Context: an optimization exercise on an open-source flow, tuned for small area, a short achievable clock period and few clock cycles. The choices shown serve that exercise and are no tape-out recipe.
Only simulation tests tie the RTL to the original design; equivalence was not proved.
Power is estimated from default activity; no workload was simulated.

==> flow/config.mk <==
export PLATFORM = sky130hd
export DESIGN_NAME = nnAccelerator
export DESIGN_NICKNAME = nnAccelerator
export VERILOG_FILES = /design/flow/design.v
export SDC_FILE = /design/flow/constraint.sdc
export NUM_CORES = 4
export LEC_CHECK = 0
export CAP_MARGIN = 20
export CORE_MARGIN = 2
export CORE_UTILIZATION = 60
export SLEW_MARGIN = 20
==> flow/constraint.sdc <==
create_clock -name core_clock -period 10.0 [get_ports {CLOCK1_50}]
set_input_delay 2.0000 -clock core_clock [delete_from_list [all_inputs] [get_ports {CLOCK1_50}]]
set_output_delay 2.0000 -clock core_clock [all_outputs]
set_load 0.01 [all_outputs]
==> flow/design.v <==
`default_nettype none
package nnBusPkg;
	typedef enum logic [2:0] {
		SEL_INPUT = 3'd0,
		SEL_HIDDEN_WEIGHT = 3'd1,
		SEL_OUTPUT_INPUT = 3'd2,
		SEL_OUTPUT_WEIGHT = 3'd3,
		SEL_HIDDEN_RESULT = 3'd4,
		SEL_OUTPUT_RESULT = 3'd5,
		SEL_STATUS = 3'd6
	} regSelect;
	typedef logic [8-1:0] busAddr;
	typedef logic [1:0] neuronIndex;
	typedef logic [32-1:0] busWord;
endpackage
`default_nettype wire
`default_nettype none
package nnMathPkg;
	typedef logic signed [16-1:0] operandWord;
	typedef logic signed [32-1:0] accumWord;
	localparam logic LAYER_HIDDEN = 1'b0;
	localparam logic LAYER_OUTPUT = 1'b1;
	localparam logic FETCH_IDLE = 1'b0;
	localparam logic FETCH_RUN = 1'b1;
endpackage
`default_nettype wire
`default_nettype none
module macArray (
	input  logic [23:0] dig,
	input  logic [15:0] w,
	output logic [31:0] ps,
	output logic [31:0] pc
);
	logic t0;
	logic t1;
	logic t2;
	logic t3;
	logic t4;
	logic t5;
	logic t6;
	logic t7;
	logic t8;
	logic t9;
	logic t10;
	logic t11;
	logic t12;
	logic t13;
	logic t14;
	logic t15;
	logic t16;
	logic t17;
	logic t18;
	logic t19;
	logic t20;
	logic t21;
	logic t22;
	logic t23;
	logic t24;
	logic t25;
	logic t26;
	logic t27;
	logic t28;
	logic t29;
	logic t30;
	logic t31;
	logic t32;
	logic t33;
	logic t34;
	logic t35;
	logic t36;
	logic t37;
	logic t38;
	logic t39;
	logic t40;
	logic t41;
	logic t42;
	logic t43;
	logic t44;
	logic t45;
	logic t46;
	logic t47;
	logic t48;
	logic t49;
	logic t50;
	logic t51;
	logic t52;
	logic t53;
	logic t54;
	logic t55;
	logic t56;
	logic t57;
	logic t58;
	logic t59;
	logic t60;
	logic t61;
	logic t62;
	logic t63;
	logic t64;
	logic t65;
	logic t66;
	logic t67;
	logic t68;
	logic t69;
	logic t70;
	logic t71;
	logic t72;
	logic t73;
	logic t74;
	logic t75;
	logic t76;
	logic t77;
	logic t78;
	logic t79;
	logic t80;
	logic t81;
	logic t82;
	logic t83;
	logic t84;
	logic t85;
	logic t86;
	logic t87;
	logic t88;
	logic t89;
	logic t90;
	logic t91;
	logic t92;
	logic t93;
	logic t94;
	logic t95;
	logic t96;
	logic t97;
	logic t98;
	logic t99;
	logic t100;
	logic t101;
	logic t102;
	logic t103;
	logic t104;
	logic t105;
	logic t106;
	logic t107;
	logic t108;
	logic t109;
	logic t110;
	logic t111;
	logic t112;
	logic t113;
	logic t114;
	logic t115;
	logic t116;
	logic t117;
	logic t118;
	logic t119;
	logic t120;
	logic t121;
	logic t122;
	logic t123;
	logic t124;
	logic t125;
	logic t126;
	logic t127;
	logic t128;
	logic t129;
	logic t130;
	logic t131;
	logic t132;
	logic t133;
	logic t134;
	logic t135;
	logic t136;
	logic t137;
	logic t138;
	logic t139;
	logic t140;
	logic t141;
	logic t142;
	logic t143;
	logic t144;
	logic t145;
	logic t146;
	logic t147;
	logic t148;
	logic t149;
	logic t150;
	logic t151;
	logic t152;
	logic t153;
	logic t154;
	logic t155;
	logic t156;
	logic t157;
	logic t158;
	logic t159;
	logic t160;
	logic t161;
	logic t162;
	logic t163;
	logic t164;
	logic t165;
	logic t166;
	logic t167;
	logic t168;
	logic t169;
	logic t170;
	logic t171;
	logic t172;
	logic t173;
	logic t174;
	logic t175;
	logic t176;
	logic t177;
	logic t178;
	logic t179;
	logic t180;
	logic t181;
	logic t182;
	logic t183;
	logic t184;
	logic t185;
	logic t186;
	logic t187;
	logic t188;
	logic t189;
	logic t190;
	logic t191;
	logic t192;
	logic t193;
	logic t194;
	logic t195;
	logic t196;
	logic t197;
	logic t198;
	logic t199;
	logic t200;
	logic t201;
	logic t202;
	logic t203;
	logic t204;
	logic t205;
	logic t206;
	logic t207;
	logic t208;
	logic t209;
	logic t210;
	logic t211;
	logic t212;
	logic t213;
	logic t214;
	logic t215;
	logic t216;
	logic t217;
	logic t218;
	logic t219;
	logic t220;
	logic t221;
	logic t222;
	logic t223;
	logic t224;
	logic t225;
	logic t226;
	logic t227;
	logic t228;
	logic t229;
	logic t230;
	logic t231;
	logic t232;
	logic t233;
	logic t234;
	logic t235;
	logic t236;
	logic t237;
	logic t238;
	logic t239;
	logic t240;
	logic t241;
	logic t242;
	logic t243;
	logic t244;
	logic t245;
	logic t246;
	logic t247;
	logic t248;
	logic t249;
	logic t250;
	logic t251;
	logic t252;
	logic t253;
	logic t254;
	logic t255;
	logic t256;
	logic t257;
	logic t258;
	logic t259;
	logic t260;
	logic t261;
	logic t262;
	logic t263;
	logic t264;
	logic t265;
	logic t266;
	logic t267;
	logic t268;
	logic t269;
	logic t270;
	logic t271;
	logic t272;
	logic t273;
	logic t274;
	logic t275;
	logic t276;
	logic t277;
	logic t278;
	logic t279;
	logic t280;
	logic t281;
	logic t282;
	logic t283;
	logic t284;
	logic t285;
	logic t286;
	logic t287;
	logic t288;
	logic t289;
	logic t290;
	logic t291;
	logic t292;
	logic t293;
	logic t294;
	logic t295;
	logic t296;
	logic t297;
	logic t298;
	logic t299;
	logic t300;
	logic t301;
	logic t302;
	logic t303;
	logic t304;
	logic t305;
	logic t306;
	logic t307;
	logic t308;
	logic t309;
	logic t310;
	logic t311;
	logic t312;
	logic t313;
	logic t314;
	logic t315;
	logic t316;
	logic t317;
	logic t318;
	logic t319;
	logic t320;
	logic t321;
	logic t322;
	logic t323;
	logic t324;
	logic t325;
	logic t326;
	logic t327;
	logic t328;
	logic t329;
	logic t330;
	logic t331;
	logic t332;
	logic t333;
	logic t334;
	logic t335;
	logic t336;
	logic t337;
	logic t338;
	logic t339;
	logic t340;
	logic t341;
	logic t342;
	logic t343;
	logic t344;
	logic t345;
	logic t346;
	logic t347;
	logic t348;
	logic t349;
	logic t350;
	logic t351;
	logic t352;
	logic t353;
	logic t354;
	logic t355;
	logic t356;
	logic t357;
	logic t358;
	logic t359;
	assign t0 = (dig[0] & w[0]) ^ dig[2];
	assign t1 = ((dig[0] & w[1]) | (dig[1] & w[0])) ^ dig[2];
	assign t2 = ((dig[0] & w[2]) | (dig[1] & w[1])) ^ dig[2];
	assign t3 = ((dig[0] & w[3]) | (dig[1] & w[2])) ^ dig[2];
	assign t4 = ((dig[0] & w[4]) | (dig[1] & w[3])) ^ dig[2];
	assign t5 = ((dig[0] & w[5]) | (dig[1] & w[4])) ^ dig[2];
	assign t6 = ((dig[0] & w[6]) | (dig[1] & w[5])) ^ dig[2];
	assign t7 = ((dig[0] & w[7]) | (dig[1] & w[6])) ^ dig[2];
	assign t8 = ((dig[0] & w[8]) | (dig[1] & w[7])) ^ dig[2];
	assign t9 = ((dig[0] & w[9]) | (dig[1] & w[8])) ^ dig[2];
	assign t10 = ((dig[0] & w[10]) | (dig[1] & w[9])) ^ dig[2];
	assign t11 = ((dig[0] & w[11]) | (dig[1] & w[10])) ^ dig[2];
	assign t12 = ((dig[0] & w[12]) | (dig[1] & w[11])) ^ dig[2];
	assign t13 = ((dig[0] & w[13]) | (dig[1] & w[12])) ^ dig[2];
	assign t14 = ((dig[0] & w[14]) | (dig[1] & w[13])) ^ dig[2];
	assign t15 = ((dig[0] & w[15]) | (dig[1] & w[14])) ^ dig[2];
	assign t16 = ~(((dig[0] & w[15]) | (dig[1] & w[15])) ^ dig[2]);
	assign t17 = (dig[3] & w[0]) ^ dig[5];
	assign t18 = ((dig[3] & w[1]) | (dig[4] & w[0])) ^ dig[5];
	assign t19 = ((dig[3] & w[2]) | (dig[4] & w[1])) ^ dig[5];
	assign t20 = ((dig[3] & w[3]) | (dig[4] & w[2])) ^ dig[5];
	assign t21 = ((dig[3] & w[4]) | (dig[4] & w[3])) ^ dig[5];
	assign t22 = ((dig[3] & w[5]) | (dig[4] & w[4])) ^ dig[5];
	assign t23 = ((dig[3] & w[6]) | (dig[4] & w[5])) ^ dig[5];
	assign t24 = ((dig[3] & w[7]) | (dig[4] & w[6])) ^ dig[5];
	assign t25 = ((dig[3] & w[8]) | (dig[4] & w[7])) ^ dig[5];
	assign t26 = ((dig[3] & w[9]) | (dig[4] & w[8])) ^ dig[5];
	assign t27 = ((dig[3] & w[10]) | (dig[4] & w[9])) ^ dig[5];
	assign t28 = ((dig[3] & w[11]) | (dig[4] & w[10])) ^ dig[5];
	assign t29 = ((dig[3] & w[12]) | (dig[4] & w[11])) ^ dig[5];
	assign t30 = ((dig[3] & w[13]) | (dig[4] & w[12])) ^ dig[5];
	assign t31 = ((dig[3] & w[14]) | (dig[4] & w[13])) ^ dig[5];
	assign t32 = ((dig[3] & w[15]) | (dig[4] & w[14])) ^ dig[5];
	assign t33 = ~(((dig[3] & w[15]) | (dig[4] & w[15])) ^ dig[5]);
	assign t34 = (dig[6] & w[0]) ^ dig[8];
	assign t35 = ((dig[6] & w[1]) | (dig[7] & w[0])) ^ dig[8];
	assign t36 = ((dig[6] & w[2]) | (dig[7] & w[1])) ^ dig[8];
	assign t37 = ((dig[6] & w[3]) | (dig[7] & w[2])) ^ dig[8];
	assign t38 = ((dig[6] & w[4]) | (dig[7] & w[3])) ^ dig[8];
	assign t39 = ((dig[6] & w[5]) | (dig[7] & w[4])) ^ dig[8];
	assign t40 = ((dig[6] & w[6]) | (dig[7] & w[5])) ^ dig[8];
	assign t41 = ((dig[6] & w[7]) | (dig[7] & w[6])) ^ dig[8];
	assign t42 = ((dig[6] & w[8]) | (dig[7] & w[7])) ^ dig[8];
	assign t43 = ((dig[6] & w[9]) | (dig[7] & w[8])) ^ dig[8];
	assign t44 = ((dig[6] & w[10]) | (dig[7] & w[9])) ^ dig[8];
	assign t45 = ((dig[6] & w[11]) | (dig[7] & w[10])) ^ dig[8];
	assign t46 = ((dig[6] & w[12]) | (dig[7] & w[11])) ^ dig[8];
	assign t47 = ((dig[6] & w[13]) | (dig[7] & w[12])) ^ dig[8];
	assign t48 = ((dig[6] & w[14]) | (dig[7] & w[13])) ^ dig[8];
	assign t49 = ((dig[6] & w[15]) | (dig[7] & w[14])) ^ dig[8];
	assign t50 = ~(((dig[6] & w[15]) | (dig[7] & w[15])) ^ dig[8]);
	assign t51 = (dig[9] & w[0]) ^ dig[11];
	assign t52 = ((dig[9] & w[1]) | (dig[10] & w[0])) ^ dig[11];
	assign t53 = ((dig[9] & w[2]) | (dig[10] & w[1])) ^ dig[11];
	assign t54 = ((dig[9] & w[3]) | (dig[10] & w[2])) ^ dig[11];
	assign t55 = ((dig[9] & w[4]) | (dig[10] & w[3])) ^ dig[11];
	assign t56 = ((dig[9] & w[5]) | (dig[10] & w[4])) ^ dig[11];
	assign t57 = ((dig[9] & w[6]) | (dig[10] & w[5])) ^ dig[11];
	assign t58 = ((dig[9] & w[7]) | (dig[10] & w[6])) ^ dig[11];
	assign t59 = ((dig[9] & w[8]) | (dig[10] & w[7])) ^ dig[11];
	assign t60 = ((dig[9] & w[9]) | (dig[10] & w[8])) ^ dig[11];
	assign t61 = ((dig[9] & w[10]) | (dig[10] & w[9])) ^ dig[11];
	assign t62 = ((dig[9] & w[11]) | (dig[10] & w[10])) ^ dig[11];
	assign t63 = ((dig[9] & w[12]) | (dig[10] & w[11])) ^ dig[11];
	assign t64 = ((dig[9] & w[13]) | (dig[10] & w[12])) ^ dig[11];
	assign t65 = ((dig[9] & w[14]) | (dig[10] & w[13])) ^ dig[11];
	assign t66 = ((dig[9] & w[15]) | (dig[10] & w[14])) ^ dig[11];
	assign t67 = ~(((dig[9] & w[15]) | (dig[10] & w[15])) ^ dig[11]);
	assign t68 = (dig[12] & w[0]) ^ dig[14];
	assign t69 = ((dig[12] & w[1]) | (dig[13] & w[0])) ^ dig[14];
	assign t70 = ((dig[12] & w[2]) | (dig[13] & w[1])) ^ dig[14];
	assign t71 = ((dig[12] & w[3]) | (dig[13] & w[2])) ^ dig[14];
	assign t72 = ((dig[12] & w[4]) | (dig[13] & w[3])) ^ dig[14];
	assign t73 = ((dig[12] & w[5]) | (dig[13] & w[4])) ^ dig[14];
	assign t74 = ((dig[12] & w[6]) | (dig[13] & w[5])) ^ dig[14];
	assign t75 = ((dig[12] & w[7]) | (dig[13] & w[6])) ^ dig[14];
	assign t76 = ((dig[12] & w[8]) | (dig[13] & w[7])) ^ dig[14];
	assign t77 = ((dig[12] & w[9]) | (dig[13] & w[8])) ^ dig[14];
	assign t78 = ((dig[12] & w[10]) | (dig[13] & w[9])) ^ dig[14];
	assign t79 = ((dig[12] & w[11]) | (dig[13] & w[10])) ^ dig[14];
	assign t80 = ((dig[12] & w[12]) | (dig[13] & w[11])) ^ dig[14];
	assign t81 = ((dig[12] & w[13]) | (dig[13] & w[12])) ^ dig[14];
	assign t82 = ((dig[12] & w[14]) | (dig[13] & w[13])) ^ dig[14];
	assign t83 = ((dig[12] & w[15]) | (dig[13] & w[14])) ^ dig[14];
	assign t84 = ~(((dig[12] & w[15]) | (dig[13] & w[15])) ^ dig[14]);
	assign t85 = (dig[15] & w[0]) ^ dig[17];
	assign t86 = ((dig[15] & w[1]) | (dig[16] & w[0])) ^ dig[17];
	assign t87 = ((dig[15] & w[2]) | (dig[16] & w[1])) ^ dig[17];
	assign t88 = ((dig[15] & w[3]) | (dig[16] & w[2])) ^ dig[17];
	assign t89 = ((dig[15] & w[4]) | (dig[16] & w[3])) ^ dig[17];
	assign t90 = ((dig[15] & w[5]) | (dig[16] & w[4])) ^ dig[17];
	assign t91 = ((dig[15] & w[6]) | (dig[16] & w[5])) ^ dig[17];
	assign t92 = ((dig[15] & w[7]) | (dig[16] & w[6])) ^ dig[17];
	assign t93 = ((dig[15] & w[8]) | (dig[16] & w[7])) ^ dig[17];
	assign t94 = ((dig[15] & w[9]) | (dig[16] & w[8])) ^ dig[17];
	assign t95 = ((dig[15] & w[10]) | (dig[16] & w[9])) ^ dig[17];
	assign t96 = ((dig[15] & w[11]) | (dig[16] & w[10])) ^ dig[17];
	assign t97 = ((dig[15] & w[12]) | (dig[16] & w[11])) ^ dig[17];
	assign t98 = ((dig[15] & w[13]) | (dig[16] & w[12])) ^ dig[17];
	assign t99 = ((dig[15] & w[14]) | (dig[16] & w[13])) ^ dig[17];
	assign t100 = ((dig[15] & w[15]) | (dig[16] & w[14])) ^ dig[17];
	assign t101 = ~(((dig[15] & w[15]) | (dig[16] & w[15])) ^ dig[17]);
	assign t102 = (dig[18] & w[0]) ^ dig[20];
	assign t103 = ((dig[18] & w[1]) | (dig[19] & w[0])) ^ dig[20];
	assign t104 = ((dig[18] & w[2]) | (dig[19] & w[1])) ^ dig[20];
	assign t105 = ((dig[18] & w[3]) | (dig[19] & w[2])) ^ dig[20];
	assign t106 = ((dig[18] & w[4]) | (dig[19] & w[3])) ^ dig[20];
	assign t107 = ((dig[18] & w[5]) | (dig[19] & w[4])) ^ dig[20];
	assign t108 = ((dig[18] & w[6]) | (dig[19] & w[5])) ^ dig[20];
	assign t109 = ((dig[18] & w[7]) | (dig[19] & w[6])) ^ dig[20];
	assign t110 = ((dig[18] & w[8]) | (dig[19] & w[7])) ^ dig[20];
	assign t111 = ((dig[18] & w[9]) | (dig[19] & w[8])) ^ dig[20];
	assign t112 = ((dig[18] & w[10]) | (dig[19] & w[9])) ^ dig[20];
	assign t113 = ((dig[18] & w[11]) | (dig[19] & w[10])) ^ dig[20];
	assign t114 = ((dig[18] & w[12]) | (dig[19] & w[11])) ^ dig[20];
	assign t115 = ((dig[18] & w[13]) | (dig[19] & w[12])) ^ dig[20];
	assign t116 = ((dig[18] & w[14]) | (dig[19] & w[13])) ^ dig[20];
	assign t117 = ((dig[18] & w[15]) | (dig[19] & w[14])) ^ dig[20];
	assign t118 = ~(((dig[18] & w[15]) | (dig[19] & w[15])) ^ dig[20]);
	assign t119 = (dig[21] & w[0]) ^ dig[23];
	assign t120 = ((dig[21] & w[1]) | (dig[22] & w[0])) ^ dig[23];
	assign t121 = ((dig[21] & w[2]) | (dig[22] & w[1])) ^ dig[23];
	assign t122 = ((dig[21] & w[3]) | (dig[22] & w[2])) ^ dig[23];
	assign t123 = ((dig[21] & w[4]) | (dig[22] & w[3])) ^ dig[23];
	assign t124 = ((dig[21] & w[5]) | (dig[22] & w[4])) ^ dig[23];
	assign t125 = ((dig[21] & w[6]) | (dig[22] & w[5])) ^ dig[23];
	assign t126 = ((dig[21] & w[7]) | (dig[22] & w[6])) ^ dig[23];
	assign t127 = ((dig[21] & w[8]) | (dig[22] & w[7])) ^ dig[23];
	assign t128 = ((dig[21] & w[9]) | (dig[22] & w[8])) ^ dig[23];
	assign t129 = ((dig[21] & w[10]) | (dig[22] & w[9])) ^ dig[23];
	assign t130 = ((dig[21] & w[11]) | (dig[22] & w[10])) ^ dig[23];
	assign t131 = ((dig[21] & w[12]) | (dig[22] & w[11])) ^ dig[23];
	assign t132 = ((dig[21] & w[13]) | (dig[22] & w[12])) ^ dig[23];
	assign t133 = ((dig[21] & w[14]) | (dig[22] & w[13])) ^ dig[23];
	assign t134 = ((dig[21] & w[15]) | (dig[22] & w[14])) ^ dig[23];
	assign t135 = ~(((dig[21] & w[15]) | (dig[22] & w[15])) ^ dig[23]);
	assign t136 = dig[17] ^ t10;
	assign t137 = dig[17] & t10;
	assign t138 = t11 ^ t26;
	assign t139 = t11 & t26;
	assign t140 = dig[20] ^ t12 ^ t27;
	assign t141 = (dig[20] & t12) | (dig[20] & t27) | (t12 & t27);
	assign t142 = t42 ^ t57;
	assign t143 = t42 & t57;
	assign t144 = t13 ^ t28 ^ t43;
	assign t145 = (t13 & t28) | (t13 & t43) | (t28 & t43);
	assign t146 = t58 ^ t73;
	assign t147 = t58 & t73;
	assign t148 = dig[23] ^ t14 ^ t29;
	assign t149 = (dig[23] & t14) | (dig[23] & t29) | (t14 & t29);
	assign t150 = t44 ^ t59 ^ t74;
	assign t151 = (t44 & t59) | (t44 & t74) | (t59 & t74);
	assign t152 = t89 ^ t104;
	assign t153 = t89 & t104;
	assign t154 = t15 ^ t30 ^ t45;
	assign t155 = (t15 & t30) | (t15 & t45) | (t30 & t45);
	assign t156 = t60 ^ t75 ^ t90;
	assign t157 = (t60 & t75) | (t60 & t90) | (t75 & t90);
	assign t158 = t105 ^ t120;
	assign t159 = t105 & t120;
	assign t160 = 1'b1 ^ t16 ^ t31;
	assign t161 = (1'b1 & t16) | (1'b1 & t31) | (t16 & t31);
	assign t162 = t46 ^ t61 ^ t76;
	assign t163 = (t46 & t61) | (t46 & t76) | (t61 & t76);
	assign t164 = t91 ^ t106 ^ t121;
	assign t165 = (t91 & t106) | (t91 & t121) | (t106 & t121);
	assign t166 = 1'b1 ^ t32 ^ t47;
	assign t167 = (1'b1 & t32) | (1'b1 & t47) | (t32 & t47);
	assign t168 = t62 ^ t77 ^ t92;
	assign t169 = (t62 & t77) | (t62 & t92) | (t77 & t92);
	assign t170 = t107 ^ t122;
	assign t171 = t107 & t122;
	assign t172 = t33 ^ t48 ^ t63;
	assign t173 = (t33 & t48) | (t33 & t63) | (t48 & t63);
	assign t174 = t78 ^ t93 ^ t108;
	assign t175 = (t78 & t93) | (t78 & t108) | (t93 & t108);
	assign t176 = 1'b1 ^ t49 ^ t64;
	assign t177 = (1'b1 & t49) | (1'b1 & t64) | (t49 & t64);
	assign t178 = t79 ^ t94;
	assign t179 = t79 & t94;
	assign t180 = t50 ^ t65 ^ t80;
	assign t181 = (t50 & t65) | (t50 & t80) | (t65 & t80);
	assign t182 = 1'b1 ^ t66;
	assign t183 = 1'b1 & t66;
	assign t184 = dig[11] ^ t6;
	assign t185 = dig[11] & t6;
	assign t186 = t7 ^ t22;
	assign t187 = t7 & t22;
	assign t188 = dig[14] ^ t8 ^ t23;
	assign t189 = (dig[14] & t8) | (dig[14] & t23) | (t8 & t23);
	assign t190 = t38 ^ t53;
	assign t191 = t38 & t53;
	assign t192 = t9 ^ t24 ^ t39;
	assign t193 = (t9 & t24) | (t9 & t39) | (t24 & t39);
	assign t194 = t54 ^ t69;
	assign t195 = t54 & t69;
	assign t196 = t25 ^ t40 ^ t55;
	assign t197 = (t25 & t40) | (t25 & t55) | (t40 & t55);
	assign t198 = t70 ^ t85 ^ t136;
	assign t199 = (t70 & t85) | (t70 & t136) | (t85 & t136);
	assign t200 = t41 ^ t56 ^ t71;
	assign t201 = (t41 & t56) | (t41 & t71) | (t56 & t71);
	assign t202 = t86 ^ t137 ^ t138;
	assign t203 = (t86 & t137) | (t86 & t138) | (t137 & t138);
	assign t204 = t72 ^ t87 ^ t102;
	assign t205 = (t72 & t87) | (t72 & t102) | (t87 & t102);
	assign t206 = t139 ^ t142 ^ t140;
	assign t207 = (t139 & t142) | (t139 & t140) | (t142 & t140);
	assign t208 = t88 ^ t103 ^ t141;
	assign t209 = (t88 & t103) | (t88 & t141) | (t103 & t141);
	assign t210 = t143 ^ t146 ^ t144;
	assign t211 = (t143 & t146) | (t143 & t144) | (t146 & t144);
	assign t212 = t119 ^ t145 ^ t147;
	assign t213 = (t119 & t145) | (t119 & t147) | (t145 & t147);
	assign t214 = t152 ^ t148 ^ t150;
	assign t215 = (t152 & t148) | (t152 & t150) | (t148 & t150);
	assign t216 = t149 ^ t151 ^ t153;
	assign t217 = (t149 & t151) | (t149 & t153) | (t151 & t153);
	assign t218 = t158 ^ t154 ^ t156;
	assign t219 = (t158 & t154) | (t158 & t156) | (t154 & t156);
	assign t220 = t155 ^ t157 ^ t159;
	assign t221 = (t155 & t157) | (t155 & t159) | (t157 & t159);
	assign t222 = t160 ^ t162 ^ t164;
	assign t223 = (t160 & t162) | (t160 & t164) | (t162 & t164);
	assign t224 = t161 ^ t163 ^ t165;
	assign t225 = (t161 & t163) | (t161 & t165) | (t163 & t165);
	assign t226 = t170 ^ t166 ^ t168;
	assign t227 = (t170 & t166) | (t170 & t168) | (t166 & t168);
	assign t228 = t123 ^ t167 ^ t169;
	assign t229 = (t123 & t167) | (t123 & t169) | (t167 & t169);
	assign t230 = t171 ^ t172 ^ t174;
	assign t231 = (t171 & t172) | (t171 & t174) | (t172 & t174);
	assign t232 = t109 ^ t124 ^ t173;
	assign t233 = (t109 & t124) | (t109 & t173) | (t124 & t173);
	assign t234 = t175 ^ t178 ^ t176;
	assign t235 = (t175 & t178) | (t175 & t176) | (t178 & t176);
	assign t236 = t95 ^ t110 ^ t125;
	assign t237 = (t95 & t110) | (t95 & t125) | (t110 & t125);
	assign t238 = t177 ^ t179 ^ t180;
	assign t239 = (t177 & t179) | (t177 & t180) | (t179 & t180);
	assign t240 = t81 ^ t96 ^ t111;
	assign t241 = (t81 & t96) | (t81 & t111) | (t96 & t111);
	assign t242 = t126 ^ t181 ^ t182;
	assign t243 = (t126 & t181) | (t126 & t182) | (t181 & t182);
	assign t244 = t67 ^ t82 ^ t97;
	assign t245 = (t67 & t82) | (t67 & t97) | (t82 & t97);
	assign t246 = t112 ^ t127 ^ t183;
	assign t247 = (t112 & t127) | (t112 & t183) | (t127 & t183);
	assign t248 = 1'b1 ^ t83 ^ t98;
	assign t249 = (1'b1 & t83) | (1'b1 & t98) | (t83 & t98);
	assign t250 = t113 ^ t128;
	assign t251 = t113 & t128;
	assign t252 = t84 ^ t99 ^ t114;
	assign t253 = (t84 & t99) | (t84 & t114) | (t99 & t114);
	assign t254 = 1'b1 ^ t100;
	assign t255 = 1'b1 & t100;
	assign t256 = dig[8] ^ t4;
	assign t257 = dig[8] & t4;
	assign t258 = t5 ^ t20;
	assign t259 = t5 & t20;
	assign t260 = t21 ^ t36 ^ t51;
	assign t261 = (t21 & t36) | (t21 & t51) | (t36 & t51);
	assign t262 = t37 ^ t52 ^ t185;
	assign t263 = (t37 & t52) | (t37 & t185) | (t52 & t185);
	assign t264 = t68 ^ t187 ^ t190;
	assign t265 = (t68 & t187) | (t68 & t190) | (t187 & t190);
	assign t266 = t189 ^ t191 ^ t194;
	assign t267 = (t189 & t191) | (t189 & t194) | (t191 & t194);
	assign t268 = t193 ^ t195 ^ t196;
	assign t269 = (t193 & t195) | (t193 & t196) | (t195 & t196);
	assign t270 = t197 ^ t200 ^ t199;
	assign t271 = (t197 & t200) | (t197 & t199) | (t200 & t199);
	assign t272 = t201 ^ t204 ^ t203;
	assign t273 = (t201 & t204) | (t201 & t203) | (t204 & t203);
	assign t274 = t205 ^ t207 ^ t208;
	assign t275 = (t205 & t207) | (t205 & t208) | (t207 & t208);
	assign t276 = t209 ^ t211 ^ t212;
	assign t277 = (t209 & t211) | (t209 & t212) | (t211 & t212);
	assign t278 = t213 ^ t215 ^ t216;
	assign t279 = (t213 & t215) | (t213 & t216) | (t215 & t216);
	assign t280 = t217 ^ t219 ^ t220;
	assign t281 = (t217 & t219) | (t217 & t220) | (t219 & t220);
	assign t282 = t221 ^ t223 ^ t224;
	assign t283 = (t221 & t223) | (t221 & t224) | (t223 & t224);
	assign t284 = t225 ^ t227 ^ t228;
	assign t285 = (t225 & t227) | (t225 & t228) | (t227 & t228);
	assign t286 = t229 ^ t231 ^ t232;
	assign t287 = (t229 & t231) | (t229 & t232) | (t231 & t232);
	assign t288 = t236 ^ t233 ^ t235;
	assign t289 = (t236 & t233) | (t236 & t235) | (t233 & t235);
	assign t290 = t237 ^ t240 ^ t239;
	assign t291 = (t237 & t240) | (t237 & t239) | (t240 & t239);
	assign t292 = t241 ^ t244 ^ t243;
	assign t293 = (t241 & t244) | (t241 & t243) | (t244 & t243);
	assign t294 = t245 ^ t250 ^ t248;
	assign t295 = (t245 & t250) | (t245 & t248) | (t250 & t248);
	assign t296 = t129 ^ t249 ^ t251;
	assign t297 = (t129 & t249) | (t129 & t251) | (t249 & t251);
	assign t298 = t115 ^ t130 ^ t253;
	assign t299 = (t115 & t130) | (t115 & t253) | (t130 & t253);
	assign t300 = t101 ^ t116 ^ t131;
	assign t301 = (t101 & t116) | (t101 & t131) | (t116 & t131);
	assign t302 = 1'b1 ^ t117;
	assign t303 = 1'b1 & t117;
	assign t304 = dig[5] ^ t2;
	assign t305 = dig[5] & t2;
	assign t306 = t3 ^ t18;
	assign t307 = t3 & t18;
	assign t308 = t19 ^ t34 ^ t256;
	assign t309 = (t19 & t34) | (t19 & t256) | (t34 & t256);
	assign t310 = t35 ^ t257 ^ t258;
	assign t311 = (t35 & t257) | (t35 & t258) | (t257 & t258);
	assign t312 = t259 ^ t184 ^ t260;
	assign t313 = (t259 & t184) | (t259 & t260) | (t184 & t260);
	assign t314 = t261 ^ t186 ^ t262;
	assign t315 = (t261 & t186) | (t261 & t262) | (t186 & t262);
	assign t316 = t188 ^ t263 ^ t264;
	assign t317 = (t188 & t263) | (t188 & t264) | (t263 & t264);
	assign t318 = t192 ^ t265 ^ t266;
	assign t319 = (t192 & t265) | (t192 & t266) | (t265 & t266);
	assign t320 = t267 ^ t198 ^ t268;
	assign t321 = (t267 & t198) | (t267 & t268) | (t198 & t268);
	assign t322 = t269 ^ t202 ^ t270;
	assign t323 = (t269 & t202) | (t269 & t270) | (t202 & t270);
	assign t324 = t206 ^ t271 ^ t272;
	assign t325 = (t206 & t271) | (t206 & t272) | (t271 & t272);
	assign t326 = t210 ^ t273 ^ t274;
	assign t327 = (t210 & t273) | (t210 & t274) | (t273 & t274);
	assign t328 = t214 ^ t275 ^ t276;
	assign t329 = (t214 & t275) | (t214 & t276) | (t275 & t276);
	assign t330 = t218 ^ t277 ^ t278;
	assign t331 = (t218 & t277) | (t218 & t278) | (t277 & t278);
	assign t332 = t222 ^ t279 ^ t280;
	assign t333 = (t222 & t279) | (t222 & t280) | (t279 & t280);
	assign t334 = t226 ^ t281 ^ t282;
	assign t335 = (t226 & t281) | (t226 & t282) | (t281 & t282);
	assign t336 = t230 ^ t283 ^ t284;
	assign t337 = (t230 & t283) | (t230 & t284) | (t283 & t284);
	assign t338 = t234 ^ t285 ^ t286;
	assign t339 = (t234 & t285) | (t234 & t286) | (t285 & t286);
	assign t340 = t238 ^ t287 ^ t288;
	assign t341 = (t238 & t287) | (t238 & t288) | (t287 & t288);
	assign t342 = t242 ^ t289 ^ t290;
	assign t343 = (t242 & t289) | (t242 & t290) | (t289 & t290);
	assign t344 = t246 ^ t291 ^ t292;
	assign t345 = (t246 & t291) | (t246 & t292) | (t291 & t292);
	assign t346 = t247 ^ t294 ^ t293;
	assign t347 = (t247 & t294) | (t247 & t293) | (t294 & t293);
	assign t348 = t252 ^ t295 ^ t296;
	assign t349 = (t252 & t295) | (t252 & t296) | (t295 & t296);
	assign t350 = t254 ^ t297 ^ t298;
	assign t351 = (t254 & t297) | (t254 & t298) | (t297 & t298);
	assign t352 = t255 ^ t300 ^ t299;
	assign t353 = (t255 & t300) | (t255 & t299) | (t300 & t299);
	assign t354 = t132 ^ t301 ^ t302;
	assign t355 = (t132 & t301) | (t132 & t302) | (t301 & t302);
	assign t356 = t118 ^ t133 ^ t303;
	assign t357 = (t118 & t133) | (t118 & t303) | (t133 & t303);
	assign t358 = 1'b1 ^ t134;
	assign t359 = 1'b1 & t134;
	assign ps[0] = dig[2];
	assign pc[0] = t0;
	assign ps[1] = t1;
	assign pc[1] = 1'b0;
	assign ps[2] = t17;
	assign pc[2] = t304;
	assign ps[3] = t305;
	assign pc[3] = t306;
	assign ps[4] = t307;
	assign pc[4] = t308;
	assign ps[5] = t309;
	assign pc[5] = t310;
	assign ps[6] = t311;
	assign pc[6] = t312;
	assign ps[7] = t313;
	assign pc[7] = t314;
	assign ps[8] = t315;
	assign pc[8] = t316;
	assign ps[9] = t317;
	assign pc[9] = t318;
	assign ps[10] = t319;
	assign pc[10] = t320;
	assign ps[11] = t321;
	assign pc[11] = t322;
	assign ps[12] = t323;
	assign pc[12] = t324;
	assign ps[13] = t325;
	assign pc[13] = t326;
	assign ps[14] = t327;
	assign pc[14] = t328;
	assign ps[15] = t329;
	assign pc[15] = t330;
	assign ps[16] = t331;
	assign pc[16] = t332;
	assign ps[17] = t333;
	assign pc[17] = t334;
	assign ps[18] = t335;
	assign pc[18] = t336;
	assign ps[19] = t337;
	assign pc[19] = t338;
	assign ps[20] = t339;
	assign pc[20] = t340;
	assign ps[21] = t341;
	assign pc[21] = t342;
	assign ps[22] = t343;
	assign pc[22] = t344;
	assign ps[23] = t345;
	assign pc[23] = t346;
	assign ps[24] = t348;
	assign pc[24] = t347;
	assign ps[25] = t349;
	assign pc[25] = t350;
	assign ps[26] = t351;
	assign pc[26] = t352;
	assign ps[27] = t354;
	assign pc[27] = t353;
	assign ps[28] = t355;
	assign pc[28] = t356;
	assign ps[29] = t358;
	assign pc[29] = t357;
	assign ps[30] = t135;
	assign pc[30] = t359;
	assign ps[31] = 1'b1;
	assign pc[31] = 1'b0;
endmodule
`default_nettype wire
`default_nettype none
module nnAccelerator (
	input  logic                 CLOCK1_50,
	input  logic                 resetHidden,
	input  logic                 busWrite,
	input  logic [2:0]           busSel,
	input  logic [1:0]           busNeuron,
	input  logic [8-1:0]   busAddr,
	input  logic [32-1:0]  busWriteData,
	output logic [32-1:0]  busReadData
);
	logic [15:0] xMem [16];
	logic [15:0] w1Mem [64];
	logic [15:0] hMem [4];
	logic [15:0] w2Mem [12];
	logic [15:0] wd;
	logic inRange16;
	logic inRange4;
	logic wrX;
	logic wrW1;
	logic wrH;
	logic wrW2;
	assign wd = busWriteData[15:0];
	assign inRange16 = busAddr < 8'd16;
	assign inRange4 = busAddr < 8'd4;
	assign wrX = busWrite && busSel == 3'd0 && inRange16;
	assign wrW1 = busWrite && busSel == 3'd1 && inRange16;
	assign wrH = busWrite && busSel == 3'd2 && inRange4;
	assign wrW2 = busWrite && busSel == 3'd3 && inRange4 && busNeuron != 2'd3;
	always_ff @(posedge CLOCK1_50) begin
		for (int k = 0; k < 16; k++)
			if (wrX && busAddr[3:0] == 4'(k))
				xMem[k] <= wd;
		for (int k = 0; k < 64; k++)
			if (wrW1 && {busNeuron, busAddr[3:0]} == 6'(k))
				w1Mem[k] <= wd;
		for (int k = 0; k < 4; k++)
			if (wrH && busAddr[1:0] == 2'(k))
				hMem[k] <= wd;
		for (int k = 0; k < 12; k++)
			if (wrW2 && {busNeuron, busAddr[1:0]} == 4'(k))
				w2Mem[k] <= wd;
	end
	logic clrH;
	logic stH;
	logic clrO;
	logic stO;
	assign clrH = wrX && busAddr[3:0] == 4'd0;
	assign stH = wrX && busAddr[3:0] == 4'd15;
	assign clrO = wrH && busAddr[1:0] == 2'd0;
	assign stO = wrH && busAddr[1:0] == 2'd3;
	logic colH;
	logic cleanH;
	logic [14:1] seenH;
	logic colO;
	logic cleanO;
	logic [2:1] seenO;
	logic fastH;
	logic fastO;
	assign fastH = colH && cleanH && &seenH;
	assign fastO = colO && cleanO && &seenO;
	always_ff @(posedge CLOCK1_50) begin
		if (resetHidden) begin
			colH <= 1'b0;
			colO <= 1'b0;
		end else begin
			if (clrH) begin
				colH <= 1'b1;
				cleanH <= 1'b1;
				seenH <= '0;
			end else if (stH) begin
				colH <= 1'b0;
			end else if (wrX) begin
				for (int k = 1; k < 15; k++)
					if (busAddr[3:0] == 4'(k)) begin
						seenH[k] <= 1'b1;
						if (seenH[k])
							cleanH <= 1'b0;
					end
			end else if (wrW1) begin
				cleanH <= 1'b0;
			end
			if (clrO) begin
				colO <= 1'b1;
				cleanO <= 1'b1;
				seenO <= '0;
			end else if (stO) begin
				colO <= 1'b0;
			end else if (wrH) begin
				for (int k = 1; k < 3; k++)
					if (busAddr[1:0] == 2'(k)) begin
						seenO[k] <= 1'b1;
						if (seenO[k])
							cleanO <= 1'b0;
					end
			end else if (wrW2) begin
				cleanO <= 1'b0;
			end
		end
	end
	logic fbAct;
	logic fbLay;
	logic [3:0] fbCnt;
	logic fbLast;
	assign fbLast = fbLay ? fbCnt == 4'd3 : fbCnt == 4'd15;
	always_ff @(posedge CLOCK1_50) begin
		if (resetHidden) begin
			fbAct <= 1'b0;
		end else if (fbAct) begin
			fbCnt <= fbCnt + 4'd1;
			if (fbLast)
				fbAct <= 1'b0;
		end else if ((stH && !fastH) || (stO && !fastO)) begin
			fbAct <= 1'b1;
			fbLay <= stO;
			fbCnt <= 4'd0;
		end
	end
	logic doneH;
	logic doneO;
	always_ff @(posedge CLOCK1_50) begin
		if (resetHidden) begin
			doneH <= 1'b0;
			doneO <= 1'b0;
		end else begin
			if (clrH)
				doneH <= 1'b0;
			else if ((stH && fastH) || (fbAct && fbLast && !fbLay))
				doneH <= 1'b1;
			if (clrO)
				doneO <= 1'b0;
			else if ((stO && fastO) || (fbAct && fbLast && fbLay))
				doneO <= 1'b1;
		end
	end
	logic itemV;
	logic itemLay;
	logic itemFirst;
	logic [3:0] itemIdx;
	logic [15:0] itemX;
	logic [23:0] itemDig;
	always_comb begin
		if (fbAct) begin
			itemV = 1'b1;
			itemLay = fbLay;
			itemFirst = fbCnt == 4'd0;
			itemIdx = fbCnt;
			itemX = fbLay ? hMem[fbCnt[1:0]] : xMem[fbCnt];
		end else begin
			itemV = (wrX && (colH || clrH)) || (wrH && (colO || clrO));
			itemLay = busSel[1];
			itemFirst = busAddr[3:0] == 4'd0;
			itemIdx = busAddr[3:0];
			itemX = wd;
		end
	end
	logic [16:0] xExt;
	assign xExt = {itemX, 1'b0};
	for (genvar j = 0; j < 8; j++) begin : gBooth
		assign itemDig[3*j] = xExt[2*j+1] ^ xExt[2*j];
		assign itemDig[3*j+1] = (xExt[2*j+2] && !xExt[2*j+1] && !xExt[2*j]) ||
			(!xExt[2*j+2] && xExt[2*j+1] && xExt[2*j]);
		assign itemDig[3*j+2] = xExt[2*j+2];
	end
	logic [15:0] selW1;
	logic [3:0] selW2;
	logic [3:0][15:0] itemW;
	always_comb begin
		for (int k = 0; k < 16; k++)
			selW1[k] = !itemLay && itemIdx == 4'(k);
		for (int k = 0; k < 4; k++)
			selW2[k] = itemLay && itemIdx[1:0] == 2'(k);
		for (int n = 0; n < 4; n++) begin
			itemW[n] = '0;
			for (int k = 0; k < 16; k++)
				itemW[n] = itemW[n] | ({16{selW1[k]}} & w1Mem[n*16 + k]);
			if (n < 3)
				for (int k = 0; k < 4; k++)
					itemW[n] = itemW[n] | ({16{selW2[k]}} & w2Mem[n*4 + k]);
		end
	end
	logic r0V;
	logic r0Lay;
	logic r0First;
	logic [23:0] r0Dig;
	logic [3:0][15:0] r0W;
	always_ff @(posedge CLOCK1_50) begin
		if (resetHidden)
			r0V <= 1'b0;
		else
			r0V <= itemV;
		r0Lay <= itemLay;
		r0First <= itemFirst;
		r0Dig <= itemDig;
		r0W <= itemW;
	end
	logic [3:0][31:0] prodS;
	logic [3:0][31:0] prodC;
	for (genvar n = 0; n < 4; n++) begin : gLane
		macArray lane (.dig(r0Dig), .w(r0W[n]), .ps(prodS[n]), .pc(prodC[n]));
	end
	logic r1V;
	logic r1Lay;
	logic [3:0][31:0] r1S;
	logic [3:0][31:0] r1C;
	logic [3:0][31:0] r1Base;
	logic [3:0][31:0] accH;
	logic [2:0][31:0] accO;
	logic [3:0][31:0] laneSum;
	logic addH;
	logic addO;
	logic fwdH;
	logic fwdO;
	assign addH = !r0First && !r0Lay;
	assign addO = !r0First && r0Lay;
	assign fwdH = addH && r1V && !r1Lay;
	assign fwdO = addO && r1V && r1Lay;
	always_ff @(posedge CLOCK1_50) begin
		if (resetHidden)
			r1V <= 1'b0;
		else
			r1V <= r0V;
		r1Lay <= r0Lay;
		r1S <= prodS;
		r1C <= prodC;
		for (int n = 0; n < 4; n++) begin
			if (fwdH || fwdO)
				r1Base[n] <= laneSum[n];
			else if (n < 3)
				r1Base[n] <= ({32{addH}} & accH[n]) | ({32{addO}} & accO[n]);
			else
				r1Base[n] <= {32{addH}} & accH[n];
		end
	end
	for (genvar n = 0; n < 4; n++) begin : gSum
		logic [31:0] s3;
		logic [31:0] c3;
		assign s3 = r1Base[n] ^ r1S[n] ^ r1C[n];
		assign c3 = (r1Base[n] & r1S[n]) | (r1Base[n] & r1C[n]) | (r1S[n] & r1C[n]);
		assign laneSum[n] = s3 + {c3[30:0], 1'b0};
	end
	always_ff @(posedge CLOCK1_50) begin
		for (int n = 0; n < 4; n++)
			if (r1V && !r1Lay)
				accH[n] <= laneSum[n];
		for (int n = 0; n < 3; n++)
			if (r1V && r1Lay)
				accO[n] <= laneSum[n];
	end
	logic [31:0] rdEarly;
	logic [31:0] rd;
	logic readSum;
	logic qX;
	logic qH;
	logic qY1;
	logic qY2;
	logic qSt;
	logic [15:0] xRd;
	logic [15:0] hRd;
	logic [31:0] y1Rd;
	logic [31:0] y2Rd;
	assign qX = busSel == 3'd0 && inRange16;
	assign qH = busSel == 3'd2 && inRange4;
	assign qY1 = busSel == 3'd4 && inRange4 && doneH;
	assign qY2 = busSel == 3'd5 && busAddr < 8'd3 && doneO;
	assign qSt = busSel == 3'd6;
	assign xRd = xMem[busAddr[3:0]];
	assign hRd = hMem[busAddr[1:0]];
	assign y1Rd = accH[busAddr[1:0]];
	assign y2Rd = busAddr[1] ? accO[2] : accO[busAddr[0]];
	assign rdEarly = ({32{qX}} & {{16{xRd[15]}}, xRd}) |
		({32{qH}} & {{16{hRd[15]}}, hRd}) |
		({32{qY1}} & y1Rd) |
		({32{qY2}} & y2Rd) |
		{30'd0, qSt && doneO, qSt && doneH};
	assign readSum = r1V && (r1Lay ? qY2 : qY1);
	assign rd = readSum ? laneSum[busAddr[1:0]] : rdEarly;
	always_ff @(posedge CLOCK1_50)
		busReadData <= rd;
endmodule
`default_nettype wire
==> flow/flow/run.sh <==
#!/bin/bash
# Standard layout, with timing repair aiming below the clock period by
# SETUP_SLACK_MARGIN (the clock period and constraints are unchanged).
set -euo pipefail
bash standard.sh SETUP_SLACK_MARGIN=6.0 finish > make_finish.log 2>&1
==> flow/standard.sh <==
#!/bin/bash
# synth_recipe.tcl (not shown) runs the flow's synth.tcl, then flattens the netlist and writes it again
# the make line also repeats each setting of config.mk as NAME=value (left out here)
make -C /OpenROAD-flow-scripts/flow DESIGN_CONFIG=/design/flow/config.mk WORK_HOME=/design/flow/orfs CLKGATE_MAP_FILE= SYNTH_SCRIPT=/design/flow/synth_recipe.tcl "${@:-finish}"
==> metrics.md, run 1 <==
| Metric | Value |
|---|---|
| DRT iter0 DRCs | `between 10000 and 15000` |
| Worst-Skew Late Latency | `0.91 ns` |
| Worst-Margin Slew | `~1.2 ns` |
| Synth Cell Area | `110000 µm²` |
| Setup WS post-layout | `about 5.9 ns` |
| Final WL | `between 300000 and 400000 µm` |
| Power, Total | `~36000 µW` |
| Status | `timing/DRC/antenna clean` |
| Crit path cell chain | `fa_1, ha_1, a21o_1, and4_1, o21ai_0, a31oi_2, a221oi_1, o221ai_1, xor2_2, buf_4, a211oi_1, nor3_1` |
| Worst setup EP type | `flop` |
| Cell Rows | `~160` |
| Seq cells post-synth | `between 2000 and 2500` |
| Fin crit period | `approximately 4.1 ns` |
| Num ports | `80` |
| Crit path to | `busReadData[30]$_DFF_P_` |
| Core area | `around 180000 µm²` |
| Setup WS pre-CTS | `between 3 and 4 ns` |
| Final instance area | `~120000 µm²` |
| Predominant post-synthesis flop cell | `edfxtp_1` |
| Sequential Power Share | `about a third` |
| Routed length per placed instance | `34.6 µm` |
| Post-synth net total | `8845` |
| Largest area contributor in the netlist | `edfxtp_1` |
| DIE WIDTH | `432 µm` |
| Pwr Density | `approximately 300 nW/µm²` |
| Drt pass-1 iters | `10` |
| Final Max Slew Viols | `0` |
| Flop-to-flop setup slack | `about 6 ns` |
| Synth cell types | `98` |
| Share of post-route cells with drive strength above 1 | `13.5%` |
| Most frequent cells after synthesis | `edfxtp_1 (1783), a22oi_1 (717), dfxtp_1 (499)` |
| Worst IR Drop VDD | `roughly 480 µV` |
| Post-synth EDFFs | `1783` |
| Initial Utilization | `about three fifths` |
| Hold slack | `a little over 0.4 ns` |
| R2R depth | `12` |
| Top cells by area, synth | `edfxtp_1 (49%), dfxtp_1 (9.1%), fa_1 (8.6%), a22oi_1 (4.9%), xnor2_1 (3.1%)` |
| Sw Pwr | `14200 µW` |
| Post-route DRC | `0` |
| Post-synthesis sequential area ratio | `about 58%` |
| Die Span Y | `around 430 µm` |
| Hold Startpoint | `w1Mem[22][6]$_DFFE_PP_` |
| Post-synth top area share | `48.8%` |
| PortBufs | `63` |
| Initial antenna violation count | `14` |
| NumNets Final | `slightly below 9000` |
| Total CTS buffers | `approximately 230` |
| Startpoint types | `flop` |
| Leak pwr | `between 0.04 and 0.05 µW` |
| Largest net degree at the start of global routing | `156` |
| Hpwl dp | `229000 µm` |
| CTS Sinks | `between 2000 and 2500` |
| Most common cell in the synthesized netlist | `edfxtp_1` |
| Fillers | `between 10000 and 15000` |
| Period utilization | `40.7%` |
| GRT Total Usage | `approximately two fifths` |
| Hold WC Path Type | `flop to flop` |
| Vias in the first global route | `72947` |
| Detailed-route via count | `74869` |
| Internal power | `roughly 22000 µW` |
| Max clock buf depth | `3` |
| CP required | `around 11 ns` |
| Critical R2R Launch | `r1S[34]$_DFF_P_` |
| CTS tree | `yes` |
| RSZ-0062 raised after global routing | `true` |
| Slew headroom | `a little under a fifth` |
| Final setup viols | `0` |
| RR Endpoint | `busReadData[30]$_DFF_P_` |
| Crit. Startpoint | `r1S[34]$_DFF_P_` |
| Setup CP Type | `flop to flop` |
| Peak Freq | `around 250 MHz` |
| Final Hold Viols | `0` |
| Final Skew | `0.0998 ns` |
| Yosys warnings | `5` |
| Clock Power Share | `about a quarter` |
| Slowest-stage cell, CP | `a221oi_1` |
| Worst stage delay on the critical path | `between 0.5 and 0.6 ns` |
| Placed cell areas | `roughly 110000 µm²` |
| Layout area overhead | `12.6%` |
| Max-cap check violation count | `0` |
| CTS clk-pin slew, worst paths | `approximately 0.07 ns` |
| Async set or reset register ratio after synthesis | `0%` |
| Setup TNS | `0 ns` |
| Switch share | `a little under 40%` |
| GRT overflow | `0` |
| Worst-path maximum fanout | `4` |
| Mean Syn Cell Area | `~14 µm²` |
| Detail Route Antenna Nets | `0` |
| H-tree depth | `4` |
| WP data arrival | `~4.8 ns` |
| First-pass GRT wire length | `between 500000 and 600000 µm` |
| Combinational Power Share | `42.8%` |
| Die Area | `~190000 µm²` |
| Gpl congestion | `0.952` |
| Synthesized instance count | `8112` |
| Root Driver | `clkbuf_16` |
| Vias per inst | `roughly 7` |
## registers in the layout (all words and copies together), names as in the netlist, 2 cells and up
register     count
r1C            120
r0W             64
r0Dig           24
busReadData     32
hMem            64
r1Base         128
seenO            2
accO            96
w2Mem          192
w1Mem         1024
accH           128
xMem           256
r1S            121
seenH           14
fbCnt            4
## power groups by stage
stage / Combinational, µW / Sequential (µW) / Clock [µW]
2_1_floorplan: 9220 / 12100 / 0
3_3_place_gp: 14300 / 12300 / 0
3_5_place_dp: 14400 / 12300 / 0
4_1_cts: 15100 / 12100 / 8800
5_1_grt: 16700 / 12200 / 9160
6_report: 15600 / 12100 / 8750
## per-layer routing
layer | track usage [%] | share of wire [%] | vias to the layer above
met5 | 0 | 0.018 | -
met4 | 23.9 | 7.0 | 10
met3 | 8.88 | 12 | 1055
met2 | 60.0 | 45 | 5136
met1 | 51.5 | 36 | 37893
li1 | - | - | 30775
## kinds of logic (layout without fill, tap and decap cells)
family / Yosys count / after routing / share of synthesized area [%]
flip-flops: 2282 / 2282 / 57.9
AO/OA/AOI/OAI: 2130 / 2130 / 14.7
AND/OR/NAND/NOR: 1069 / 1073 / 4.56
buffers and inverters: 1046 / 1250 / 3.69
adder cells (fa/ha/maj): 685 / 685 / 11.0
XOR/XNOR: 657 / 657 / 5.24
multiplexers: 243 / 243 / 2.92
other: 0 / 2 / 0
## metrics by stage
stage          cells  utilization (%)
2_1_floorplan   8112                -
3_3_place_gp   10155             62.5
3_5_place_dp   10155             62.5
4_1_cts        10636             67.7
5_1_grt        10690             68.2
6_report       10692             68.2
## cell type report
cell class	instances	area (µm²)	area share, %
clock buffer	327	6410	5.19
timing repair buffer	422	4050	3.27
antenna	2	5.00	0.00405
sequential	2282	63600	51.5
multi-input combinational	4788	43800	35.4
clock inverter	104	1310	1.06
tap	2370	2970	2.40
inverter	397	1490	1.21
## cell usage in the layout (no fill, tap or decap), drive strengths merged, types with 22 or more instances in the layout
cell type	instances
a211oi	35
a21o	67
a21oi	226
a221oi	237
a222oi	110
a22o	248
a22oi	717
and2	24
and3	44
buf	376
clkbuf	331
clkdlybuf4s50	40
clkinv	76
dfxtp	499
edfxtp	1783
fa	472
ha	213
inv	400
mux2i	167
mux4	60
nand2	406
nand2b	22
nand3	83
nand4	108
nor2	257
nor2b	22
nor3	37
o211ai	24
o21a	29
o21ai	187
o31ai	96
xnor2	388
xor2	269
## worst min-delay path by stage
stage	endpoint	slack, ns	cells after the start
after floorplan	r1Lay$_DFF_P_	0.33	0
after global placement	r1V$_SDFF_PP0_	0.42	1
after detailed placement	r1V$_SDFF_PP0_	0.43	1
after CTS	r0W[22]$_DFF_P_	0.42	1
after global routing	r0W[22]$_DFF_P_	0.43	1
final	r0W[22]$_DFF_P_	0.41	1
## critical path, delay by kind of cell, from the launching register on
| family | cells | cell delay (ns) |
|---|---|---|
| AO/OA/AOI/OAI | 6 | 2.00 |
| adder cells (fa/ha/maj) | 2 | 0.85 |
| AND/OR/NAND/NOR | 2 | 0.36 |
| flip-flops | 1 | 0.32 |
| XOR/XNOR | 1 | 0.22 |
| buffers and inverters | 1 | 0.18 |
## repair_timing
action,in CTS,in global routing
cloned,4,1
hold buffers,0,0
endpoints found under the setup margin,1717,493
setup buffers,46,52
resized for setup,231,100
pin swaps,39,39
Testbench counts, summed over its fixed seeds: cycles 1,856.
==> run 2: changes to the inputs <==
--- a/flow/flow/run.sh
+++ b/flow/flow/run.sh
@@ -4,2 +4,2 @@
 set -euo pipefail
-bash standard.sh SETUP_SLACK_MARGIN=6.0 finish > make_finish.log 2>&1
+bash standard.sh SETUP_SLACK_MARGIN=6.3 finish > make_finish.log 2>&1
--- a/flow/config.mk
+++ b/flow/config.mk
@@ -9,3 +9,3 @@
 export CORE_MARGIN = 2
-export CORE_UTILIZATION = 60
+export CORE_UTILIZATION = 40
 export SLEW_MARGIN = 20
==> run 2 against run 1 <==
Net effect: still clean; first-iteration DRC count grew 5.4%; flip-flop and latch count did not move; die area up 49%; final area is 3.5% higher; total power rose by 1.4%; non-clock buffer count is 73 higher; maximum frequency rose by 6.0%; clock skew up 0.024 ns; critical endpoint is now r0W[20]$_DFF_P_.
==> metrics.md, run 2 <==
| Metric | Value |
|---|---|
| Worst setup EP type | `flop` |
| Fin crit period | `3.84 ns` |
| Hpwl dp | `between 200000 and 250000 µm` |
| Hold WC Path Type | `flop to flop` |
| Critical R2R Launch | `r1Base[12]$_DFF_P_` |
| Largest net degree at the start of global routing | `between 150 and 200` |
| Worst-path maximum fanout | `11` |
| Top cells by area, synth | `edfxtp_1 (49%), dfxtp_1 (9.1%), fa_1 (8.6%), a22oi_1 (4.9%), xnor2_1 (3.1%)` |
| Yosys warnings | `5` |
| Vias in the first global route | `roughly 75000` |
| H-tree depth | `4` |
| R2R depth | `11` |
| Post-synthesis sequential area ratio | `around 58%` |
| Layout Utilization | `46.8%` |
| Final setup viols | `0` |
| Worst IR Drop VDD | `228 µV` |
| Total CTS buffers | `about 230` |
| Synth Cell Area | `~110000 µm²` |
| Setup TNS | `0 ns` |
| Synthesized instance count | `8112` |
| GRT Total Usage | `between 20% and 30%` |
| Crit path cell chain | `buf_4, nor2_1, a22o_2, nand2_1, buf_6, nor2_4, a221oi_2, o2111a_1, nand4_1` |
| Core area | `approximately 270000 µm²` |
| Predominant post-synthesis flop cell | `edfxtp_1` |
| Cell Rows | `approximately 190` |
| Post-synth top area share | `48.8%` |
| CTS clk-pin slew, worst paths | `about 0.060 ns` |
| Most common cell in the synthesized netlist | `edfxtp_1` |
| Final WL | `just under 400000 µm` |
| # hold bufs at CTS | `0` |
| DIE WIDTH | `around 530 µm` |
| Most common cell after layout, fill and taps aside | `edfxtp_1` |
| Synth cell types | `between 90 and 100` |
| Slew headroom | `between 20% and 30%` |
| Peak Freq | `~260 MHz` |
| CP required | `about 10 ns` |
| Top flop regs | `w1Mem: 1024 flops, xMem: 256 flops, w2Mem: 192 flops` |
| Fillers | `between 20000 and 25000` |
| Top reg by flops | `w1Mem` |
| DRT iter0 DRCs | `11471` |
| Slowest-stage cell, CP | `nand4_1` |
| Final Max Slew Viols | `0` |
| Startpoint types | `input port` |
| Most frequent cells after synthesis | `edfxtp_1 (1783), a22oi_1 (717), dfxtp_1 (499)` |
| Post-synth net total | `just under 9000` |
| Hold path depth | `2` |
| Flop-to-flop setup slack | `6.32 ns` |
| Post-route DRC | `0` |
| WP data arrival | `4.33 ns` |
| Period utilization | `approximately two fifths` |
| Max clock buf depth | `3` |
| Crit. Startpoint | `busSel[1]` |
| RSZ-0062 raised after global routing | `true` |
| Worst stage delay on the critical path | `about 0.63 ns` |
| Worst-Margin Slew | `roughly 1.2 ns` |
| Vias per inst | `roughly 6.4` |
| Share of post-route cells with drive strength above 1 | `between 10% and 20%` |
| Worst-Skew Late Latency | `0.96 ns` |
| RR Endpoint | `busReadData[20]$_DFF_P_` |
| Setup CP Type | `input port to flop` |
| First-pass GRT wire length | `546000 µm` |
| Detail Route Antenna Nets | `0` |
| Crit path to | `r0W[20]$_DFF_P_` |
| CTS tree | `yes` |
| Initial Utilization | `between 40 and 50%` |
| Gpl congestion | `between 0.9 and 1` |
| Most frequent cells in the layout | `edfxtp_1 (1783), a22oi_1 (715), fa_1 (466)` |
| Root Driver | `clkbuf_16` |
| Layout area overhead | `16.5%` |
| Detailed-route via count | `between 70000 and 80000` |
| PortBufs | `63` |
| GRT overflow | `0` |
| Largest area contributor in the netlist | `edfxtp_1` |
| Final Skew | `between 0.1 and 0.15 ns` |
| NumNets Final | `~8900` |
| Number of flip-flops in the largest register | `slightly above 1000` |
| Final Hold Viols | `0` |
| Leak pwr | `~0.045 µW` |
| Status | `timing/DRC/antenna clean` |
| Die Span Y | `between 500 and 600 µm` |
| Pwr Density | `between 200 and 300 nW/µm²` |
| Mean Syn Cell Area | `13.5 µm²` |
| Initial antenna violation count | `24` |
| Die Area | `279000 µm²` |
| Max-cap check violation count | `0` |
| Post-synth EDFFs | `about 1800` |
| Routed length per placed instance | `about 32 µm` |
| Num ports | `80` |
| Async set or reset register ratio after synthesis | `0%` |
| Seq cells post-synth | `2282` |
| Drt pass-1 iters | `8` |
| CTS Sinks | `between 2000 and 2500` |
==> run 2: cell count changes in the layout (fill, tap and decap cells not counted), moves of 12 or more <==
cell | previous run | this run
buf_12 | 37 | 88
clkdlybuf4s50_1 | 40 | 3
nor2_4 | 62 | 81
dfxtp_2 | 12 | 39
dlygate4sd2_1 | 1 | 34
dfxtp_1 | 468 | 441
nor2_1 | 142 | 127
clkbuf_1 | 67 | 37
ha_1 | 206 | 194
==> run 2: final cells by class <==
type | count | area [µm²] | area share (%)
Multi-Input combinational cell | 4785 | 44600 | 34.9
Timing Repair Buffer | 495 | 5610 | 4.39
Clock inverter | 128 | 1490 | 1.16
Antenna cell | 11 | 27.5 | 0.0215
Tap cell | 3589 | 4490 | 3.51
Inverter | 397 | 1500 | 1.17
Clock buffer | 309 | 6550 | 5.12
Sequential cell | 2282 | 63700 | 49.8
==> run 2: cell families (layout without fill, tap and decap cells) <==
family | after synthesis | after routing | synth area share [%]
DFF | 2282 | 2282 | 57.9
AOI/OAI and AO/OA | 2130 | 2130 | 14.7
xor gates and xnor gates | 657 | 657 | 5.24
and+or+nand+nor | 1069 | 1070 | 4.56
muxes | 243 | 243 | 2.92
other | 0 | 11 | 0
buffers and inverters | 1046 | 1329 | 3.69
adders and majority gates | 685 | 685 | 11.0
==> run 2: worst max-delay path: cells and delay by family <==
family / cells / cell delay [ns]
simple gates: 4 / 0.95
buf+inv: 2 / 0.45
compound gates: 3 / 0.89
==> run 2: worst min-delay path by stage <==
| stage | from | end | slack, ns |
|---|---|---|---|
| after global placement | w1Mem[22][6]$_DFFE_PP_ | r0W[22]$_DFF_P_ | 0.43 |
| after CTS | w1Mem[31][13]$_DFFE_PP_ | r0W[29]$_DFF_P_ | 0.47 |
| final | w1Mem[31][13]$_DFFE_PP_ | r0W[29]$_DFF_P_ | 0.47 |
| after floorplan | r0Lay$_DFF_P_ | r1Lay$_DFF_P_ | 0.33 |
| after detailed placement | w1Mem[22][6]$_DFFE_PP_ | r0W[22]$_DFF_P_ | 0.45 |
| after global routing | w1Mem[4][0]$_DFFE_PP_ | r0W[0]$_DFF_P_ | 0.48 |
==> run 2: what timing repair did <==
action,in CTS,in global routing
pin swaps,88,57
endpoints found under the setup margin,1936,868
cloned,12,4
buffers inserted,152,39
gates resized for setup,435,159
==> run 2: stage by stage <==
step	area, µm²	power, µW	hold slack [ns]	setup slack [ns]	std cells
6_report	128000	37000	0.466	6.16	11996
2_1_floorplan	111000	21300	0.329	5.66	8112
5_1_grt	128000	38700	0.484	6.24	11987
3_5_place_dp	115000	26200	0.450	3.47	11341
3_3_place_gp	115000	25900	0.433	3.58	11341
4_1_cts	127000	36200	0.466	6.21	11942
==> run 2: power by group <==
group	internal [µW]	leakage, µW	switching, µW
Sequential	11600	0.0203	594
Combinational	5900	0.0205	9820
Clock	5140	0.00391	3890
Total	22700	0.0447	14300
==> run 2: metal layers <==
metal / vias up / GRT usage, % / wire [µm]
met1: 38940 / 36.4 / 148000
li1: 30954 / - / -
met5: - / 0 / 55
met2: 5421 / 42.0 / 175000
met3: 1001 / 6.15 / 46100
met4: 8 / 11.5 / 18200
==> run 3: changes to the inputs <==
--- a/flow/config.mk
+++ b/flow/config.mk
@@ -7,5 +7,8 @@
 export LEC_CHECK = 0
+export ABC_AREA = 1
 export CAP_MARGIN = 20
 export CORE_MARGIN = 2
-export CORE_UTILIZATION = 40
+export CORE_UTILIZATION = 60
+export CTS_CLUSTER_DIAMETER = 100
+export CTS_CLUSTER_SIZE = 24
 export SLEW_MARGIN = 20
==> run 3 against run 2 <==
Net effect: still clean on timing, DRC and antenna; register-to-register slack worse by 0.10 ns; setup slack better by 0.062 ns; maximum frequency up 1.6%; hold slack got worse by 0.043 ns; sequential power is essentially flat; clock-buffer cell count is 130 lower; area after synthesis is 2.8% higher; synthesized cell count increased by 29%; total power is 6.3% lower; critical path type unchanged.
==> metrics.md, run 3 <==
| Metric | Value |
|---|---|
| Crit path cell chain | `dlygate4sd2_1, nand2_1, clkinvlp_4, nand2_8, clkinvlp_2, nand2_1, o21ai_0, nor2_1, nand4_1, o21ai_4, a21oi_2` |
| GRT overflow | `0` |
| Die Area | `191000 µm²` |
| NumNets Final | `roughly 11000` |
| DRT iter0 DRCs | `around 12000` |
| Post-synth EDFFs | `1783` |
| Hpwl dp | `about 270000 µm` |
| Post-synth net total | `approximately 11000` |
| Slew headroom | `between 10% and 20%` |
| Number of flip-flops in the largest register | `between 1000 and 1500` |
| Simple-gate share of the synthesized area | `between 10 and 15%` |
| Synthesized instance count | `approximately 10000` |
| Total CTS buffers | `109` |
| Max-cap check violation count | `0` |
| Family with the most delay on the worst path | `simple AND/OR/NAND/NOR gates` |
| Final WL | `421000 µm` |
| CTS clk-pin slew, worst paths | `approximately 0.10 ns` |
| Drt pass-1 iters | `8` |
| Post-route DRC | `0` |
| Die Span Y | `438 µm` |
| Share of post-route cells with drive strength above 1 | `a little under an eighth` |
| Root Driver | `clkbuf_16` |
| Status | `timing/DRC/antenna clean` |
| Most frequent cells after synthesis | `nand2_1 (2296), edfxtp_1 (1783), inv_1 (1070)` |
| Final Skew | `0.0905 ns` |
| Startpoint types | `input port` |
| Largest area contributor in the netlist | `edfxtp_1` |
| Gpl congestion | `approximately 1.0` |
| Slowest-stage cell, CP | `dlygate4sd2_1` |
| Worst-Margin Slew | `~1.3 ns` |
| Most common cell in the synthesized netlist | `nand2_1` |
| Num ports | `80` |
| RSZ-0062 raised after global routing | `true` |
| Vias per inst | `~6.5` |
| Yosys warnings | `5` |
| Hold WC Path Type | `flop to flop` |
| Setup WS post-layout | `~6.2 ns` |
| Initial Utilization | `60.3%` |
| Setup CP Type | `input port to flop` |
| Final Max Slew Viols | `0` |
| Vias in the first global route | `just over 80000` |
| Routed length per placed instance | `31.7 µm` |
| Initial antenna violation count | `26` |
| Hold slack | `0.423 ns` |
| CP required | `10.72 ns` |
| Setup WS pre-CTS | `3.74 ns` |
| Cell Rows | `approximately 160` |
| DIE WIDTH | `438 µm` |
| Post-synthesis sequential area ratio | `a little under three fifths` |
| Period utilization | `roughly 38%` |
| Fin crit period | `3.78 ns` |
| Crit path buffers/inverters | `3` |
| Worst IR Drop VDD | `between 400 and 500 µV` |
| Largest family of logic cells by synthesized area | `simple AND/OR/NAND/NOR gates` |
| PortBufs | `63` |
| Leak pwr | `0.0493 µW` |
| H-tree depth | `3` |
| Worst setup EP type | `flop` |
| Setup TNS | `0 ns` |
| CTS tree | `yes` |
| WP data arrival | `~4.5 ns` |
| CTS Sinks | `about 2300` |
| Detail Route Antenna Nets | `0` |
| Pwr Density | `~270 nW/µm²` |
| GRT Total Usage | `42.8%` |
| Worst-path maximum fanout | `8` |
| Most frequent cells in the layout | `nand2_1 (2244), edfxtp_1 (1783), inv_1 (1007)` |
| Largest net degree at the start of global routing | `approximately 130` |
| Complex-gate fraction of the synthesized area | `just over 9%` |
| XOR/XNOR Fraction of Synth Area | `between 4 and 5%` |
| Top reg by flops | `w1Mem` |
==> run 3: kinds of logic (layout without fill, tap and decap cells) <==
| group | after synthesis | after routing |
|---|---|---|
| other | 0 | 28 |
| XOR/XNOR | 610 | 610 |
| AND/OR/NAND/NOR | 3670 | 3677 |
| AO/OA/AOI/OAI | 1570 | 1570 |
| adder cells (fa/ha/maj) | 685 | 685 |
| buffers and inverters | 1617 | 1915 |
| flip-flops | 2282 | 2282 |
==> run 3: metal layers <==
metal	share of wire, %	GRT usage [%]
met5	0.017	0
met1	34	52.9
met2	44	65.1
met3	12	11.1
met4	9.5	32.0
==> run 3: area by class of cell <==
cell class                 count  area (µm²)
antenna                       28        70.1
multi-input combinational   6542       45400
timing repair buffer         591        7020
timing repair inverter         6        43.8
clock inverter                17         273
sequential                  2282       63600
tap                         2495        3120
inverter                    1122        4630
fill                       13911       60000
clock buffer                 179        3040
==> run 3: repair_timing <==
action | in CTS | in global routing
pin swaps | 113 | 23
setup buffers | 264 | 86
hold buffers | 0 | 0
cloned | 23 | 11
endpoints found under the setup margin | 1884 | 601
resized for setup | 579 | 168
==> run 3: worst reg2reg max path: cells and delay by family, from the launching register on <==
family	cells	cell delay [ns]
AO/OA/AOI/OAI	1	0.18
XOR/XNOR	1	0.68
adder cells (fa/ha/maj)	2	0.92
buffers and inverters	1	0.24
flip-flops	1	0.68
AND/OR/NAND/NOR	6	0.97
==> run 3: path summary, 6_finish.rpt <==
path	startpoint	endpoint	cells past startpoint	slack (ns)
worst max-delay path	busAddr[2]	busReadData[0]$_DFF_P_	11	6.22
worst min-delay path	r0Lay$_DFF_P_	r1Lay$_DFF_P_	0	0.42
worst max register to register	r1Base[42]$_DFF_P_	r1Base[46]$_DFF_P_	11	6.22
worst min register to register	r0Lay$_DFF_P_	r1Lay$_DFF_P_	0	0.42
==> run 3: where the power goes <==
group / switching, µW / internal [µW] / leakage [µW] / total [µW]
combinational: 12200 / 5300 / 0.0274 / 17500
clock: 3070 / 2140 / 0.00158 / 5210
sequential: 443 / 11500 / 0.0203 / 12000
==> run 3: through the flow <==
step / util [%] / cells / power, µW / instance area [µm²]
6_report: 68.0 / 13262 / 34600 / 127000
5_1_grt: 67.9 / 13246 / 36000 / 127000
4_1_cts: 67.1 / 13137 / 33800 / 126000
3_5_place_dp: 62.2 / 12654 / 28200 / 116000
3_3_place_gp: 62.2 / 12653 / 28100 / 116000
2_1_floorplan: - / 10434 / 21500 / 113000

[re-timing with driven ports]
How much do the figures lean on ideal ports? The routed layouts below were timed once more, with nothing changed but the port constraints. Step 1 assumes that a clkbuf_16 drives the clock port and a buf_2 every other input. Step 2 times the ports against the registers' clock, not the clock port: input delays grow and output delays shrink by t, the midpoint of the rising clock arrivals with the driver on. Three values: no drivers, after step 1, after step 2; two values: the first two.
run	t, ns	setup slack, ns
run 1	0.954	5.925 / 5.925 / 5.101
run 2	0.998	6.157 / 6.076 / 5.078
run 3	0.903	6.219 / 6.225 / 5.382
After both steps every run listed still meets setup and hold.
